This design comes from an exercise in tuning for small area on the open sky130 flow, not from production work. Function was checked by simulation only, so behaviour that the tests miss may differ from the original. No activity file was given, so power comes from the tool's default toggle rates.

Setup of lane 1:
## bp_top
module bp_top (
  input  logic        clk,
  input  logic        rst,
  input  logic [31:0] if_pc,
  output logic        pred_taken,
  output logic [31:0] pred_next_pc,
  input  logic        upd_valid,
  input  logic [31:0] upd_pc,
  input  logic        upd_taken,
  input  logic [31:0] upd_target,
  input  logic [31:0] upd_pred_next,
  output logic        mispredict,
  output logic [31:0] redirect_pc,
  output logic [15:0] branch_cnt,
  output logic [15:0] mispred_cnt
);
  branch_predictor #(
    .ENTRIES(32),
    .ADDR_W (32),
    .CNT_W  (16)
  ) u_bp (
    .clk          (clk),
    .rst          (rst),
    .if_pc        (if_pc),
    .pred_taken   (pred_taken),
    .pred_next_pc (pred_next_pc),
    .upd_valid    (upd_valid),
    .upd_pc       (upd_pc),
    .upd_taken    (upd_taken),
    .upd_target   (upd_target),
    .upd_pred_next(upd_pred_next),
    .mispredict   (mispredict),
    .redirect_pc  (redirect_pc),
    .branch_cnt   (branch_cnt),
    .mispred_cnt  (mispred_cnt)
  );
endmodule
For scale: ~230 I/O pins, ~73000 µm² of cells after synthesis.
export LEC_CHECK = 0
export CAP_MARGIN = 20
export CORE_MARGIN = 2
export CORE_UTILIZATION = 40
export SLEW_MARGIN = 20
export CTS_ARGS = -sink_clustering_enable -repair_clock_nets -dont_use_dummy_load -buf_list sky130_fd_sc_hd__clkbuf_8 -root_buf sky130_fd_sc_hd__clkbuf_16 -sink_clustering_size 16 -sink_clustering_max_diameter 60
export BUFFER_PORTS_ARGS = -buffer_cell sky130_fd_sc_hd__buf_1
create_clock -name core_clock -period 14.0 [get_ports {clk}]
standard.sh (not shown) runs the stock make flow with config.mk's settings and CLKGATE_MAP_FILE= SYNTH_SCRIPT=/design/flow/synth_recipe.tcl, a recipe that flattens the netlist after the stock synthesis.
==> flow/flow/run.sh <==
#!/bin/bash
# Layout flow for bp_top.
#  1. The standard synthesis (standard.sh synth) fixes the registers: their
#     names and cell types.
#  2. gen.py writes the design again as a netlist with the same registers,
#     in which the tag/target write selects and the 32:1 read selects are
#     mapped to cells by hand; custom_synth.tcl maps the rest with yosys and
#     abc (area mapping, abc_area_map.script).
#     That netlist replaces the standard one (kept as 1_2_yosys_std.v).
#  3. The standard flow runs on from there (floorplan to finish), with the
#     clock tree built without dummy loads, from clkbuf_8 leaf buffers on
#     clusters of at most 16 sinks, and the port buffers made with
#     the smallest buffer cell.
# If step 2 fails, the standard netlist is laid out instead.
set -u -o pipefail
HERE=$(pwd)
FLOWDIR=$HERE/flow
cat >> config.mk <<'EOC'
export CTS_ARGS = -sink_clustering_enable -repair_clock_nets -dont_use_dummy_load -buf_list sky130_fd_sc_hd__clkbuf_8 -root_buf sky130_fd_sc_hd__clkbuf_16 -sink_clustering_size 16 -sink_clustering_max_diameter 60
export BUFFER_PORTS_ARGS = -buffer_cell sky130_fd_sc_hd__buf_1
EOC

bash standard.sh synth > standard_synth.log 2>&1 || exit 1

RES=$HERE/orfs/results/${FLOW_PLATFORM:-sky130hd}/bp_top/base
LIB=$FLOW_HOME/platforms/sky130hd/lib/sky130_fd_sc_hd__tt_025C_1v80.lib
YOSYS=$FLOW_HOME/../tools/install/yosys/bin/yosys
[ -x "$YOSYS" ] || YOSYS=$(command -v yosys)

cp $RES/1_2_yosys.v $HERE/1_2_yosys_std.v
if python3 $FLOWDIR/gen.py $HERE/1_2_yosys_std.v $HERE/custom.v > gen.log 2>&1 &&
   LIB=$LIB CUSTOM_V=$HERE/custom.v OUT_V=$HERE/custom_net.v \
   ABC_SCRIPT=$FLOWDIR/abc_area_map.script \
   $YOSYS -c $FLOWDIR/custom_synth.tcl > custom_synth.log 2>&1 &&
   [ -s $HERE/custom_net.v ]; then
  cp $HERE/custom_net.v $RES/1_2_yosys.v
  rm -f $RES/1_synth.odb
  echo "using the hand-mapped netlist" > netlist_choice.log
else
  echo "hand-mapped netlist failed; using the standard netlist" > netlist_choice.log
fi

bash standard.sh > standard.log 2>&1
Other scripts of this flow, unchanged in this note and not shown: flow/flow/abc_area_map.script, flow/flow/custom_synth.tcl, flow/flow/gen.py
Lane 1 | stages: all done | timing, DRC, antenna: all pass
Setup changes, lane 1 to lane 2
- PLACE_DENSITY newly set to 0.7
- CORE_UTILIZATION changed from 40 to 60
--- outcome ---
- Sequential share of layout area, lane 2 and lane 1: higher on lane 2
- Summary of the comparison: total met2 wirelength after detailed routing is lower in lane 2, relative to lane 1.
- Looking at clock edge transition at the registers on the reported setup and hold paths across lane 2 and lane 1, the one that comes out lower is lane 1.
- The detailed-routing wirelength on met1 of lane 2 falls short of that of lane 1 by 9.2%.
- Relative to lane 1, the non-clock buffer count of lane 2 is higher by 0.67%.
- Re CTS buffer count: lane 1 was higher than lane 2.
- Core util | lane 2 vs lane 1 | lane 2 higher
- Lane 2 vs lane 1 — detail-routed via count per cell climbed by a little under 10%
- Having completed the whole flow, lane 2 delivered a layout that passed the timing, DRC and antenna checks.
- The total instance count after detailed placement in lane 1 is 1.09 times that in lane 2.
- Going from lane 1 to lane 2, highest clock frequency the design can meet shrank by a few percent.
- Combinational share of power in lane 2 is 0.3 points higher than in lane 1

port drivers added, routing unchanged:
No port has a modelled driver above. Below, the same layouts with a new extraction and two added sets of constraints.
Step 1, drivers: a clkbuf_16 drives clk and a buf_2 each remaining input, both assumed.
Step 2 moves the port delays by t, midway between the first and last clock arrival at a register: inputs arrive t later, outputs are due t later. That takes back most of the time a late clock gives input paths.
a / b / c = ideal ports / drivers / drivers and shift; a / b = the first two.
run | t (ns) | slack for setup (ns) | hold WS [ns] | worst setup path after step 2 | slew at the worst register clock pin (ns)
lane 1 | 0.889 | 1.790 / 1.758 / 1.758 | 0.475 / 0.475 / 0.475 | input to output | 0.12 / 0.12
lane 2 | 0.841 | 1.092 / 1.063 / 1.063 | 0.484 / 0.484 / 0.484 | input to output | 0.11 / 0.11
After both steps setup and hold are still met in every run listed. For lane 1, which loses most, drivers alone change the setup slack by -0.032 ns; drivers and shift together by -0.032 ns.
